What follows belongs to an exercise in optimizing a design on an open flow for a short achievable clock period; a production flow would make more cautious choices.
Where RTL was checked, it was by simulation tests only, not by an equivalence proof against the original.
No driver is modelled on the clock port, so clocking that relies on it looks cheaper here than on a real chip.
Power is estimated from default activity; no workload was simulated.

==> 12-28: inputs <==
==> flow/design.v (excerpt) <==
module noise_top (
	input logic clk,
	input logic reset,
	input logic reg_wr_en,
	input video_pkg::reg_addr_t reg_addr,
	input video_pkg::dim_t reg_wdata,
	input video_pkg::reg_addr_t reg_rd_addr,
	output video_pkg::dim_t reg_rdata,
	input video_pkg::pixel_t s_axis_tdata,
	input logic s_axis_tvalid,
	input logic s_axis_tuser,
	output logic s_axis_tready,
	output noise_pkg::variance_t estimated_noise,
	output logic estimated_noise_ready
);
==> module noise_estimator, before the edit <==
module noise_estimator (
	input logic clk,
	input logic reset,
	input video_pkg::block_count_t blocks,
	input logic frame_start,
	input logic frame_start_next,
	input logic result_valid,
	input noise_pkg::sum_sq_t part_sum_sq,
	input logic [15:0] last_sq,
	input logic [15:0] mean_sq,
	input logic [23:0] part_sum_sq_min,
	output noise_pkg::variance_t block_min,
	output noise_pkg::variance_t estimated_noise,
	output logic estimated_noise_ready
);
	noise_pkg::estimator_state_t state;
	video_pkg::block_count_t blk_count_next;
	logic last_block;
	noise_pkg::variance_t variance;
	logic [23:0] below_diff;
	logic take_result;
	logic frame_done;
	noise_pkg::variance_t min_var;
	noise_pkg::variance_t min_held;
	noise_pkg::variance_t var_reg;
	logic below_reg;
	logic lower_reg;
	logic [21:0] v_x, v_y, v_z, v_s, v_c, v_r;
	assign v_x = part_sum_sq;
	assign v_y = 22'(last_sq);
	assign v_z = ~{mean_sq, 6'd0};
	assign v_s = v_x ^ v_y ^ v_z;
	assign v_c = (v_x & v_y) | (v_x & v_z) | (v_y & v_z);
	assign v_r = v_s + {v_c[20:0], 1'b1};
	assign variance = v_r[21:6];
	logic [23:0] d_x, d_y, d_z, d_s, d_c;
	assign d_x = part_sum_sq_min;
	assign d_y = 24'(last_sq);
	assign d_z = ~{2'd0, mean_sq, 6'd0};
	assign d_s = d_x ^ d_y ^ d_z;
	assign d_c = (d_x & d_y) | (d_x & d_z) | (d_y & d_z);
	assign below_diff = d_s + {d_c[22:0], 1'b1};
	assign take_result = (state == noise_pkg::collect) && result_valid && !frame_start;
	assign frame_done = take_result && last_block;
	always_ff @(posedge clk) begin
		if (reset) begin
			state <= noise_pkg::idle;
			blk_count_next <= video_pkg::block_count_t'(1);
		end else begin
			case (state)
				noise_pkg::idle: begin
					if (frame_start) begin
						state <= noise_pkg::collect;
						blk_count_next <= video_pkg::block_count_t'(1);
					end
				end
				noise_pkg::collect: begin
					if (frame_start) begin
						blk_count_next <= video_pkg::block_count_t'(1);
					end else if (take_result) begin
						blk_count_next <= blk_count_next + video_pkg::block_count_t'(1);
						if (frame_done)
							state <= noise_pkg::report;
					end
				end
				noise_pkg::report: begin
					if (frame_start) begin
						state <= noise_pkg::collect;
						blk_count_next <= video_pkg::block_count_t'(1);
					end else begin
						state <= noise_pkg::idle;
					end
				end
				default: state <= noise_pkg::idle;
			endcase
		end
	end
	always_ff @(posedge clk) begin
		last_block <= (blk_count_next == blocks);
	end
	always_ff @(posedge clk) begin
		var_reg <= variance;
		below_reg <= below_diff[23];
		lower_reg <= take_result & below_diff[23] & !frame_start_next;
		min_held <= min_var;
	end
	always_ff @(posedge clk) begin
		if (frame_start_next)
			min_var <= '1;
		else if (lower_reg)
			min_var <= var_reg;
	end
	assign block_min = lower_reg ? var_reg : min_var;
	assign estimated_noise = below_reg ? var_reg : min_held;
	assign estimated_noise_ready = (state == noise_pkg::report);
endmodule
export LEC_CHECK = 0
export CAP_MARGIN = 20
export CORE_MARGIN = 2
export CORE_UTILIZATION = 55
export SETUP_SLACK_MARGIN = 3.8
export SLEW_MARGIN = 20
export TNS_END_PERCENT = 100
create_clock -name core_clock -period 7.0 [get_ports {clk}]
standard.sh (not shown) runs the stock make flow with config.mk's settings and CLKGATE_MAP_FILE= SYNTH_SCRIPT=/design/flow/synth_recipe.tcl, a recipe that flattens the netlist after the stock synthesis.
==> flow/flow/run.sh <==
#!/bin/bash
# Layout flow: the standard layout (standard.sh, unchanged synthesis and
# steps) with one ECO hooked in after clock tree synthesis through ORFS's
# POST_CTS_TCL: flow/post_cts.tcl gives each load of the reg_rd_addr port a
# buffer of its own straight off the port and sizes the reg_rdata output
# buffers, the only input-to-output path of the design.
set -euo pipefail
here=$(pwd)
sed -e "s|CLKGATE_MAP_FILE= |CLKGATE_MAP_FILE= POST_CTS_TCL=$here/flow/post_cts.tcl |" standard.sh > flow_standard.sh
grep -q 'POST_CTS_TCL=' flow_standard.sh
# make and every ORFS step: make.log here, each step's own log under orfs/logs
bash flow_standard.sh finish > make.log 2>&1
test -f out/final.def
==> flow/flow/post_cts.tcl <==
# ECO after clock tree synthesis, for the design's only input-to-output
# path, reg_rd_addr -> reg_rdata (the read port mux of the two registers):
#  1. every load of the reg_rd_addr port gets a buffer of its own straight
#     off the port (in place of the buffer tree the flow built);
#  2. each read mux (mux2 or inverting mux2i) whose select is such a load
#     becomes two levels of nand2, nand(nand(S, D1), nand(~S, D0)), with the
#     data inputs inverted first for a mux2i; the data come from registers;
#  3. the output buffers of reg_rdata get one size.
# Logic is unchanged; only buffers, inverters and gates on this path move.
proc eco_log {msg} { puts "ECO: $msg" }
set block [ord::get_db_block]
set db [ord::get_db]
set bufm [$db findMaster sky130_fd_sc_hd__buf_6]
set outm [$db findMaster sky130_fd_sc_hd__buf_6]
set nandm [$db findMaster sky130_fd_sc_hd__nand2_2]
set invm [$db findMaster sky130_fd_sc_hd__inv_1]
set sinvm [$db findMaster sky130_fd_sc_hd__inv_2]

proc is_buffer {inst} {
  return [regexp {^sky130_fd_sc_hd__(buf|clkbuf|clkdlybuf4s[0-9]+|dlygate4sd[0-9]|dlybuf4s[0-9]+)_[0-9]+$} [[$inst getMaster] getName]]
}
proc out_iterm {inst} {
  foreach it [$inst getITerms] {
    if {[$it isOutputSignal]} { return $it }
  }
  return ""
}
# leaf (non-buffer) input pins reached from net through buffers
proc leaf_loads {net bufs_var} {
  upvar $bufs_var bufs
  set leaves {}
  foreach it [$net getITerms] {
    if {![$it isInputSignal]} { continue }
    set inst [$it getInst]
    if {[is_buffer $inst]} {
      lappend bufs $inst
      set onet [[out_iterm $inst] getNet]
      if {$onet ne "NULL" && $onet ne ""} {
        set leaves [concat $leaves [leaf_loads $onet bufs]]
      }
    } else {
      lappend leaves $it
    }
  }
  return $leaves
}
proc place_at {inst x y} {
  $inst setLocation $x $y
  $inst setPlacementStatus PLACED
}

# 1. one buffer per load
set bt [$block findBTerm "reg_rd_addr\[0\]"]
if {$bt eq "NULL"} { set bt [$block findBTerm "reg_rd_addr"] }
set pnet [$bt getNet]
set bufs {}
set leaves [leaf_loads $pnet bufs]
eco_log "reg_rd_addr: [llength $leaves] loads behind [llength $bufs] buffers"
set n 0
set snets {}
foreach it $leaves {
  set loc [[$it getInst] getLocation]
  set nb [odb::dbInst_create $block $bufm "eco_rdaddr_buf_$n"]
  set nn [odb::dbNet_create $block "eco_rdaddr_net_$n"]
  $it disconnect
  $it connect $nn
  [$nb findITerm X] connect $nn
  [$nb findITerm A] connect $pnet
  place_at $nb [lindex $loc 0] [lindex $loc 1]
  lappend snets $nn
  incr n
}
foreach b $bufs {
  set onet [[out_iterm $b] getNet]
  foreach it [$b getITerms] { if {[$it getNet] ne "NULL"} { $it disconnect } }
  odb::dbInst_destroy $b
  if {$onet ne "NULL" && [llength [$onet getITerms]] == 0 && [llength [$onet getBTerms]] == 0} {
    odb::dbNet_destroy $onet
  }
}
eco_log "inserted $n buffers, removed [llength $bufs]"

# 2. read muxes to nand pairs
set nm 0
set i 0
foreach snet $snets {
  set mux ""
  foreach it [$snet getITerms] {
    set inst [$it getInst]
    if {[$it isInputSignal] && [[$it getMTerm] getName] eq "S"
        && [regexp {^sky130_fd_sc_hd__mux2i?_[0-9]+$} [[$inst getMaster] getName]]} {
      set mux $inst
    }
  }
  incr i
  if {$mux eq ""} { continue }
  set inverting [string match "*mux2i*" [[$mux getMaster] getName]]
  set a0 [[$mux findITerm A0] getNet]
  set a1 [[$mux findITerm A1] getNet]
  set yterm [expr {$inverting ? "Y" : "X"}]
  set y [[$mux findITerm $yterm] getNet]
  set loc [$mux getLocation]
  set x [lindex $loc 0]; set yy [lindex $loc 1]
  foreach it [$mux getITerms] { if {[$it getNet] ne "NULL"} { $it disconnect } }
  odb::dbInst_destroy $mux
  if {$inverting} {
    set d0 [odb::dbNet_create $block "eco_rd_d0_$i"]
    set d1 [odb::dbNet_create $block "eco_rd_d1_$i"]
    set c [odb::dbInst_create $block $invm "eco_rd_inv0_$i"]
    [$c findITerm A] connect $a0; [$c findITerm Y] connect $d0; place_at $c $x $yy
    set c [odb::dbInst_create $block $invm "eco_rd_inv1_$i"]
    [$c findITerm A] connect $a1; [$c findITerm Y] connect $d1; place_at $c $x $yy
  } else {
    set d0 $a0
    set d1 $a1
  }
  set sn [odb::dbNet_create $block "eco_rd_sn_$i"]
  set m0 [odb::dbNet_create $block "eco_rd_m0_$i"]
  set m1 [odb::dbNet_create $block "eco_rd_m1_$i"]
  set c [odb::dbInst_create $block $sinvm "eco_rd_sinv_$i"]
  [$c findITerm A] connect $snet; [$c findITerm Y] connect $sn; place_at $c $x $yy
  set c [odb::dbInst_create $block $nandm "eco_rd_nand1_$i"]
  [$c findITerm A] connect $snet; [$c findITerm B] connect $d1; [$c findITerm Y] connect $m1; place_at $c $x $yy
  set c [odb::dbInst_create $block $nandm "eco_rd_nand0_$i"]
  [$c findITerm A] connect $sn; [$c findITerm B] connect $d0; [$c findITerm Y] connect $m0; place_at $c $x $yy
  set c [odb::dbInst_create $block $nandm "eco_rd_nandout_$i"]
  [$c findITerm A] connect $m1; [$c findITerm B] connect $m0; [$c findITerm Y] connect $y; place_at $c $x $yy
  incr nm
}
eco_log "replaced $nm read muxes by nand pairs"

# 3. output buffers
set k 0
foreach bt [$block getBTerms] {
  if {![string match "reg_rdata*" [$bt getName]]} { continue }
  foreach it [[$bt getNet] getITerms] {
    if {[$it isOutputSignal]} {
      set inst [$it getInst]
      if {[is_buffer $inst] && [[$inst getMaster] getName] ne [$outm getName]} {
        $inst swapMaster $outm
        incr k
      }
    }
  }
}
eco_log "resized $k reg_rdata output buffers"

# legal placement for the new cells before the flow writes the result
detailed_placement
check_placement
==> 09-10: changes against 12-28 <==
Settings changed: CORE_UTILIZATION 55 to 40.
==> 03-14: changes against 12-28 <==
--- a/flow/design.v
+++ b/flow/design.v
@@ -1608,8 +1608,6 @@
 	logic frame_done;
 	noise_pkg::variance_t min_var;
-	noise_pkg::variance_t min_held;
-	noise_pkg::variance_t var_reg;
-	logic below_reg;
-	logic lower_reg;
+	noise_pkg::variance_t min_new;
+	noise_pkg::variance_t estimate;
 	logic [21:0] v_x, v_y, v_z, v_s, v_c, v_r;
 	assign v_x = part_sum_sq;
@@ -1665,18 +1663,16 @@
 		last_block <= (blk_count_next == blocks);
 	end
-	always_ff @(posedge clk) begin
-		var_reg <= variance;
-		below_reg <= below_diff[23];
-		lower_reg <= take_result & below_diff[23] & !frame_start_next;
-		min_held <= min_var;
-	end
+	assign min_new = below_diff[23] ? variance : min_var;
 	always_ff @(posedge clk) begin
 		if (frame_start_next)
 			min_var <= '1;
-		else if (lower_reg)
-			min_var <= var_reg;
+		else if (take_result)
+			min_var <= min_new;
+	end
+	always_ff @(posedge clk) begin
+		estimate <= min_new;
 	end
-	assign block_min = lower_reg ? var_reg : min_var;
-	assign estimated_noise = below_reg ? var_reg : min_held;
+	assign block_min = min_var;
+	assign estimated_noise = estimate;
 	assign estimated_noise_ready = (state == noise_pkg::report);
 endmodule
==> flow/flow/post_cts.tcl (replaced) <==
# ECO after CTS: every load of the reg_rd_addr port gets a buffer of its own
# straight off the port, and each reg_rdata port's output buffer is sized up.
proc eco_log {msg} { puts "ECO: $msg" }
set block [ord::get_db_block]
set db [ord::get_db]
set bufm [$db findMaster sky130_fd_sc_hd__buf_4]

proc is_buffer {inst} {
  set m [[$inst getMaster] getName]
  return [regexp {^sky130_fd_sc_hd__(buf|clkbuf)_[0-9]+$} $m]
}
proc out_iterm {inst} {
  foreach it [$inst getITerms] {
    if {[$it isOutputSignal]} { return $it }
  }
  return ""
}
# leaf (non-buffer) input pins reached from net through buffers
proc leaf_loads {net bufs_var} {
  upvar $bufs_var bufs
  set leaves {}
  foreach it [$net getITerms] {
    if {![$it isInputSignal]} { continue }
    set inst [$it getInst]
    if {[is_buffer $inst]} {
      lappend bufs $inst
      set o [out_iterm $inst]
      set onet [$o getNet]
      if {$onet ne "NULL" && $onet ne ""} {
        set leaves [concat $leaves [leaf_loads $onet bufs]]
      }
    } else {
      lappend leaves $it
    }
  }
  return $leaves
}

set bt [$block findBTerm "reg_rd_addr\[0\]"]
if {$bt eq "NULL"} { set bt [$block findBTerm "reg_rd_addr"] }
set pnet [$bt getNet]
set bufs {}
set leaves [leaf_loads $pnet bufs]
eco_log "reg_rd_addr: [llength $leaves] loads behind [llength $bufs] buffers"
set n 0
foreach it $leaves {
  set inst [$it getInst]
  set loc [$inst getLocation]
  set nb [odb::dbInst_create $block $bufm "eco_rdaddr_buf_$n"]
  set nn [odb::dbNet_create $block "eco_rdaddr_net_$n"]
  $it disconnect
  $it connect $nn
  [$nb findITerm X] connect $nn
  [$nb findITerm A] connect $pnet
  $nb setLocation [lindex $loc 0] [lindex $loc 1]
  $nb setPlacementStatus PLACED
  incr n
}
# remove the old buffers, now without loads
foreach b $bufs {
  set o [out_iterm $b]
  set onet [$o getNet]
  foreach it [$b getITerms] { if {[$it getNet] ne "NULL"} { $it disconnect } }
  odb::dbInst_destroy $b
  if {$onet ne "NULL" && [llength [$onet getITerms]] == 0 && [llength [$onet getBTerms]] == 0} {
    odb::dbNet_destroy $onet
  }
}
eco_log "inserted $n buffers, removed [llength $bufs]"

# output buffers of reg_rdata: one size that drives the port load quickly
set outm [$db findMaster sky130_fd_sc_hd__buf_6]
set k 0
foreach bt [$block getBTerms] {
  if {![string match "reg_rdata*" [$bt getName]]} { continue }
  set net [$bt getNet]
  foreach it [$net getITerms] {
    if {[$it isOutputSignal]} {
      set inst [$it getInst]
      if {[is_buffer $inst] && [[$inst getMaster] getName] ne "sky130_fd_sc_hd__buf_6"} {
        $inst swapMaster $outm
        incr k
      }
    }
  }
}
eco_log "resized $k reg_rdata output buffers"
Settings changed: CORE_UTILIZATION 55 to 40.
==> 10-17: changes against 12-28 <==
Settings changed: CORE_UTILIZATION 55 to 40, SETUP_SLACK_MARGIN 3.8 to 4.0.
==> run summary <==
quantity	03-14	09-10	12-28	10-17
Result of the run	timing/DRC/antenna clean	timing/DRC/antenna clean	timing/DRC/antenna clean	timing/DRC/antenna clean
Static leakage	16.1 nW	16.4 nW	16.4 nW	16.9 nW
Mean routed wirelength per cell	14.4 um	14.9 um	16.4 um	14.9 um
DIE HEIGHT	281 um	284 um	243 um	284 um
Maximum single-stage delay on the critical path	0.24 ns	0.10 ns	0.10 ns	0.10 ns
Top routing layer in use	met4	met4	met4	met5
Clock distribution power	3.21 mW	3.29 mW	3.18 mW	3.43 mW
Core Region	75900 um^2	77700 um^2	56500 um^2	77700 um^2
Seq cells	506	524	524	524
Routed wl met2	30000 um	32400 um	32100 um	32500 um
Post-synthesis compound-gate area fraction	0.113	0.120	0.120	0.120
Number of distinct standard cells referenced by the synthesized netlist	88	86	86	86
Mapped cell area	30600 um^2	31500 um^2	31500 um^2	31500 um^2
Total area of sequential cells	10200 um^2	10600 um^2	10500 um^2	10600 um^2
Comb pwr share	0.224	0.177	0.181	0.189
Overall track demand over capacity in global routing	0.166	0.172	0.244	0.174

==> run a: inputs <==
Another version of the RTL of noise_top (not shown whole).
export LEC_CHECK = 0
export CAP_MARGIN = 20
export CORE_MARGIN = 2
export CORE_UTILIZATION = 40
export SETUP_SLACK_MARGIN = 3.8
export SLEW_MARGIN = 20
export TNS_END_PERCENT = 100
create_clock -name core_clock -period 7.0 [get_ports {clk}]
==> flow/flow/post_cts.tcl <==
# ECO after CTS: every load of the reg_rd_addr port gets a buffer of its own
# straight off the port, and each reg_rdata port's output buffer is sized up.
proc eco_log {msg} { puts "ECO: $msg" }
set block [ord::get_db_block]
set db [ord::get_db]
set bufm [$db findMaster sky130_fd_sc_hd__buf_4]

proc is_buffer {inst} {
  set m [[$inst getMaster] getName]
  return [regexp {^sky130_fd_sc_hd__(buf|clkbuf)_[0-9]+$} $m]
}
proc out_iterm {inst} {
  foreach it [$inst getITerms] {
    if {[$it isOutputSignal]} { return $it }
  }
  return ""
}
# leaf (non-buffer) input pins reached from net through buffers
proc leaf_loads {net bufs_var} {
  upvar $bufs_var bufs
  set leaves {}
  foreach it [$net getITerms] {
    if {![$it isInputSignal]} { continue }
    set inst [$it getInst]
    if {[is_buffer $inst]} {
      lappend bufs $inst
      set o [out_iterm $inst]
      set onet [$o getNet]
      if {$onet ne "NULL" && $onet ne ""} {
        set leaves [concat $leaves [leaf_loads $onet bufs]]
      }
    } else {
      lappend leaves $it
    }
  }
  return $leaves
}

set bt [$block findBTerm "reg_rd_addr\[0\]"]
if {$bt eq "NULL"} { set bt [$block findBTerm "reg_rd_addr"] }
set pnet [$bt getNet]
set bufs {}
set leaves [leaf_loads $pnet bufs]
eco_log "reg_rd_addr: [llength $leaves] loads behind [llength $bufs] buffers"
set n 0
foreach it $leaves {
  set inst [$it getInst]
  set loc [$inst getLocation]
  set nb [odb::dbInst_create $block $bufm "eco_rdaddr_buf_$n"]
  set nn [odb::dbNet_create $block "eco_rdaddr_net_$n"]
  $it disconnect
  $it connect $nn
  [$nb findITerm X] connect $nn
  [$nb findITerm A] connect $pnet
  $nb setLocation [lindex $loc 0] [lindex $loc 1]
  $nb setPlacementStatus PLACED
  incr n
}
# remove the old buffers, now without loads
foreach b $bufs {
  set o [out_iterm $b]
  set onet [$o getNet]
  foreach it [$b getITerms] { if {[$it getNet] ne "NULL"} { $it disconnect } }
  odb::dbInst_destroy $b
  if {$onet ne "NULL" && [llength [$onet getITerms]] == 0 && [llength [$onet getBTerms]] == 0} {
    odb::dbNet_destroy $onet
  }
}
eco_log "inserted $n buffers, removed [llength $bufs]"

# output buffers of reg_rdata: one size that drives the port load quickly
set outm [$db findMaster sky130_fd_sc_hd__buf_6]
set k 0
foreach bt [$block getBTerms] {
  if {![string match "reg_rdata*" [$bt getName]]} { continue }
  set net [$bt getNet]
  foreach it [$net getITerms] {
    if {[$it isOutputSignal]} {
      set inst [$it getInst]
      if {[is_buffer $inst] && [[$inst getMaster] getName] ne "sky130_fd_sc_hd__buf_6"} {
        $inst swapMaster $outm
        incr k
      }
    }
  }
}
eco_log "resized $k reg_rdata output buffers"
Scripts as last shown in full above: flow/flow/run.sh
==> inputs of run b, as changes to run a <==
--- a/flow/design.v
+++ b/flow/design.v
@@ -39,33 +39,23 @@
 	input video_pkg::dim_t reg_wdata,
 	input video_pkg::reg_addr_t reg_rd_addr,
 	output video_pkg::dim_t reg_rdata,
 	output video_pkg::block_count_t blocks
 );
 	video_pkg::dim_t width_reg;
 	video_pkg::dim_t height_reg;
-	video_pkg::dim_t width_n;
-	video_pkg::dim_t height_n;
 	logic [31:0] area_reg;
 	always_ff @(posedge clk) begin
 		if (reset) begin
 			width_reg <= '0;
 			height_reg <= '0;
-			width_n <= '1;
-			height_n <= '1;
 		end else if (reg_wr_en) begin
 			case (reg_addr)
-				video_pkg::reg_addr_width: begin
-					width_reg <= reg_wdata;
-					width_n <= ~reg_wdata;
-				end
-				video_pkg::reg_addr_height: begin
-					height_reg <= reg_wdata;
-					height_n <= ~reg_wdata;
-				end
+				video_pkg::reg_addr_width: width_reg <= reg_wdata;
+				video_pkg::reg_addr_height: height_reg <= reg_wdata;
 				default: width_reg <= width_reg;
 			endcase
 		end
 	end
 	logic [31:0] area_row0, area_row1, area_row2, area_row3, area_row4, area_row5;
 	logic [31:0] area_sum, area_carry;
 	logic m_1;
@@ -1026,15 +1016,15 @@
 	assign n_254 = (n_188 & n_189) | (n_188 & n_125) | (n_189 & n_125);
 	always_ff @(posedge clk) begin
 		area_sum <= {n_252, n_250, n_248, n_246, n_244, n_242, n_240, n_238, n_236, n_234, n_232, n_230, n_228, n_226, n_224, n_222, n_220, n_218, n_216, n_214, n_212, n_210, n_208, n_206, n_204, n_202, n_200, n_198, n_196, n_194, n_192, n_191};
 		area_carry <= {n_253, n_251, n_249, n_247, n_245, n_243, n_241, n_239, n_237, n_235, n_233, n_231, n_229, n_227, n_225, n_223, n_221, n_219, n_217, n_215, n_213, n_211, n_209, n_207, n_205, n_203, n_201, n_199, n_197, n_195, n_193, area_row5[0]};
 		area_reg <= area_sum + area_carry;
 	end
 	assign blocks = video_pkg::block_count_t'(area_reg >> video_pkg::block_shift);
-	assign reg_rdata = ~((reg_rd_addr == video_pkg::reg_addr_width) ? width_n : height_n);
+	assign reg_rdata = (reg_rd_addr == video_pkg::reg_addr_width) ? width_reg : height_reg;
 endmodule
 `timescale 1ns/1ns
 module pixel_ingest (
 	input logic clk,
 	input logic reset,
 	input video_pkg::pixel_t s_axis_tdata,
 	input logic s_axis_tvalid,
==> flow/flow/run.sh (replaced) <==
#!/bin/bash
# Layout flow: the standard layout (standard.sh) with one change, the
# adder cell mapping of ORFS synthesis turned off (ADDER_MAP_FILE empty), so
# that the carry-save trees are built by abc from plain gates instead of the
# library's full adder cells. Everything else, synthesis script included, is
# the standard flow's.
set -euo pipefail
sed -e 's/CLKGATE_MAP_FILE= /CLKGATE_MAP_FILE= ADDER_MAP_FILE= /' standard.sh > flow_standard.sh
grep -q 'ADDER_MAP_FILE= ' flow_standard.sh
# make's output goes to make.log; the per-step tool logs stay under orfs/logs
bash flow_standard.sh finish > make.log 2>&1
test -f out/final.def
removed: flow/flow/post_cts.tcl
==> comparison table <==
| metric | run b | run a |
|---|---|---|
| Number of standard cells after synthesis | 4,016 | 3,429 |
| Antenna diode count | 1 | 0 |
| Power dissipated in sequential cells | 3100 uW | 3210 uW |
| Arrival time reported for the critical path endpoint | 3.85 ns | 3.89 ns |
| End of the worst register-to-register path | u_estimator.estimate[13] | u_stats.mean_sq[13] |
| Critical path launch point type | flop | input pin |
| Outcome | timing/DRC/antenna clean | timing/DRC/antenna clean |
| Worst-case setup margin in the final layout | 3.47 ns | 3.67 ns |
| Total routing usage reported by global routing | 18.9% | 17.8% |
| Final estimated routing congestion in global placement | 0.830 | 0.804 |
| Area taken by multi-input logic gates | 22,600 um2 | 19,700 um2 |
| Critical Path Stages | 11 | 13 |
| Count of clock tree sinks | 469 | 501 |
| Post-detailed-route wirelength per cell | 15.6 um | 15.4 um |
| Max Used Layer | met5 | met4 |
| Synthesized-area fraction occupied by adder cells | 5.92% | 25.0% |
| Net switching power of the design | 2500 uW | 2550 uW |
| Sequential-to-total area share from yosys stat | 30.2% | 32.9% |
No functional check of the RTL was part of run a.

-- separate check: timing with driven ports --
In the flow no input, the clock included, has a driving cell. The finished layouts below were timed again as built, in two steps.
Step 1, drivers: a clkbuf_16 drives clk and a buf_2 each remaining input, both assumed.
Step 2 adds t to the input delays and takes it off the output delays; t is the mean of the earliest and latest rising clock arrival at the registers after step 1. Input paths then give back, and output paths get back, about the clock's delay inside the block.
Three values: ideal, step 1, step 2; two values: the first two.
run | t, ns | slack for setup (ns) | clock arrival spread, ns | slew at the worst register clock pin (ns) | cell pins on the clock port's net
12-28 | 0.670 | 3.811 / 3.364 / 3.287 | 0.018 / 0.018 | 0.06 / 0.06 | 1
09-10 | 0.689 | 3.825 / 3.378 / 3.262 | 0.081 / 0.081 | 0.07 / 0.07 | 1
03-14 | 0.672 | 3.733 / 3.414 / 3.316 | 0.055 / 0.055 | 0.06 / 0.06 | 1
10-17 | 0.686 | 3.837 / 3.311 / 3.311 | 0.104 / 0.104 | 0.07 / 0.07 | 1
run a | 0.675 | 3.669 / 3.184 / 2.940 | 0.049 / 0.049 | 0.07 / 0.07 | 1
run b | 0.663 | 3.473 / 3.241 / 3.230 | 0.048 / 0.049 | 0.07 / 0.07 | 1
After both steps every run listed still meets setup and hold. For run a, which loses most, drivers alone change the setup slack by -0.485 ns; drivers and shift together by -0.729 ns.
